This is an optimization exercise on Yosys and OpenROAD, whose aim is small area, not a production implementation.
The RTL was checked by simulation tests, not by an equivalence proof against the original design.
No activity file was given, so power comes from the tool's default toggle rates.

// video_box_overlay
module video_box_overlay #(
  parameter int N_BOX   = 8,
  parameter int W_PIX   = 24,
  parameter int W_COORD = 12,
  parameter int W_THK   = 4,
  localparam int W_IDX  = (N_BOX > 1) ? $clog2(N_BOX) : 1
) (
  input  logic               clk,
  input  logic               rstn,
  input  logic               vsync,
  input  logic               hsync,
  input  logic               de,
  input  logic [W_PIX-1:0]   data,
  input  logic               cfg_we,
  input  logic [W_IDX-1:0]   cfg_idx,
  input  logic               cfg_en,
  input  logic               cfg_blend,
  input  logic [W_COORD-1:0] cfg_x,
  input  logic [W_COORD-1:0] cfg_y,
  input  logic [W_COORD-1:0] cfg_w,
  input  logic [W_COORD-1:0] cfg_h,
  input  logic [W_THK-1:0]   cfg_thick,
  input  logic [W_PIX-1:0]   cfg_color,
  output logic               vsync_o,
  output logic               hsync_o,
  output logic               de_o,
  output logic [W_PIX-1:0]   data_o,
  output logic               cfg_commit
);
  localparam int N_LANE = W_PIX / 8;
  localparam int SPLIT  = 6;
  localparam logic [W_COORD-1:0] COORD_MAX = {W_COORD{1'b1}};
  function automatic logic [SPLIT:0] add_lo(input logic [SPLIT-1:0] a,
                                            input logic [SPLIT-1:0] b, input logic ci);
    logic c;
    c = ci;
    for (int k = 0; k < SPLIT; k++) begin
      add_lo[k] = a[k] ^ b[k] ^ c;
      c         = (a[k] & b[k]) | (a[k] & c) | (b[k] & c);
    end
    add_lo[SPLIT] = c;
  endfunction
  function automatic logic [W_COORD-SPLIT:0] add_hi(input logic [W_COORD-SPLIT-1:0] a,
                                                    input logic [W_COORD-SPLIT-1:0] b,
                                                    input logic ci);
    logic c;
    c = ci;
    for (int k = 0; k < W_COORD - SPLIT; k++) begin
      add_hi[k] = a[k] ^ b[k] ^ c;
      c         = (a[k] & b[k]) | (a[k] & c) | (b[k] & c);
    end
    add_hi[W_COORD-SPLIT] = c;
  endfunction
  function automatic logic ge_t(input logic [W_THK-1:0] a, input logic [W_THK-1:0] b);
  ...
For scale: about 3200 cells after synthesis, about 140 I/O pins, ~57000 um2 of cells after synthesis.
Settings: LEC_CHECK=0, CAP_MARGIN=20, CORE_MARGIN=2, CORE_UTILIZATION=70, SLEW_MARGIN=20, SYNTH_HIERARCHICAL=0; clock period 6.0 ns.
run.sh (not shown) runs the stock make flow with config.mk's settings and CLKGATE_MAP_FILE= SYNTH_SCRIPT=/design/flow/synth_recipe.tcl, a recipe that flattens the netlist after the stock synthesis.
The starting point passed the timing, design-rule and antenna checks.
Then changed:
Settings changed: CORE_UTILIZATION 70 to 40.
The changed run went through all stages and came out clean.
Sequential power hardly moves.
Final area climbs by 2.2%.
Die area went up by 74%.
Wire length goes up by 0.93%.

---

## run E
video_box_overlay again, from the RTL that the note above started with.
// video_box_overlay
module video_box_overlay #(
  parameter int N_BOX   = 8,
  parameter int W_PIX   = 24,
  parameter int W_COORD = 12,
  parameter int W_THK   = 4,
  localparam int W_IDX  = (N_BOX > 1) ? $clog2(N_BOX) : 1
) (
  input  logic               clk,
  input  logic               rstn,
  input  logic               vsync,
  input  logic               hsync,
  input  logic               de,
  input  logic [W_PIX-1:0]   data,
  input  logic               cfg_we,
  input  logic [W_IDX-1:0]   cfg_idx,
  input  logic               cfg_en,
  input  logic               cfg_blend,
  input  logic [W_COORD-1:0] cfg_x,
  input  logic [W_COORD-1:0] cfg_y,
  input  logic [W_COORD-1:0] cfg_w,
  input  logic [W_COORD-1:0] cfg_h,
  input  logic [W_THK-1:0]   cfg_thick,
  input  logic [W_PIX-1:0]   cfg_color,
  output logic               vsync_o,
  output logic               hsync_o,
  output logic               de_o,
  output logic [W_PIX-1:0]   data_o,
  output logic               cfg_commit
);
clock: 6.0 ns
lec_check: 0
cap_margin: 20
core_margin: 2
core_utilization: 70
cts_buf_list: sky130_fd_sc_hd__clkbuf_16
cts_cluster_diameter: 100
cts_cluster_size: 30
gpl_timing_driven: 0
slew_margin: 20
synth_hierarchical: 0
Run E did not stop at any stage, and its layout met the timing, design-rule and antenna checks.
> inputs changed (run E -> run D)
- changing CTS_CLUSTER_SIZE from 30 to 24
- changing CTS_CLUSTER_DIAMETER from 100 to 80
--- outcome ---
Re multi-input gate share of the layout cell area: run D is 0.20 points down on run E.
The final reports for run D and run E show count of clock buffers in the final design higher in the former.
Clock period minus worst slack: run D vs run E down 0.071 ns
Run D — slack of the critical path 0.071 ns higher, run E as reference
When run D is measured against run E, its measured slew at the worst slew-check pin turns out 0.025 ns lower.

## what the ideal ports hide
The results above use ideal ports. As a check the final layouts listed here were re-extracted and re-timed, cells and wires unchanged. Step 1: set_driving_cell puts a clkbuf_16 on clk and a buf_2 on each other input, an assumption about the parent block. Step 2 times the ports against the registers' clock, not the clock port: input delays grow and output delays shrink by t, the midpoint of the rising clock arrivals with the driver on. Slacks: ideal ports / drivers / drivers and shift; pairs: ideal ports / drivers.
| run | t (ns) | slack for setup (ns) | cell pins on the clock port's net |
|---|---|---|---|
| the first run of note 1 | 0.804 | 0.565 / 0.565 / 0.565 | 1 |
| the second run of note 1 | 0.839 | 0.672 / 0.672 / 0.672 | 1 |
| run E | 0.731 | 0.179 / 0.179 / 0.179 | 1 |
| run D | 0.725 | 0.250 / 0.250 / 0.250 | 1 |
After both steps setup and hold are still met in every run listed.
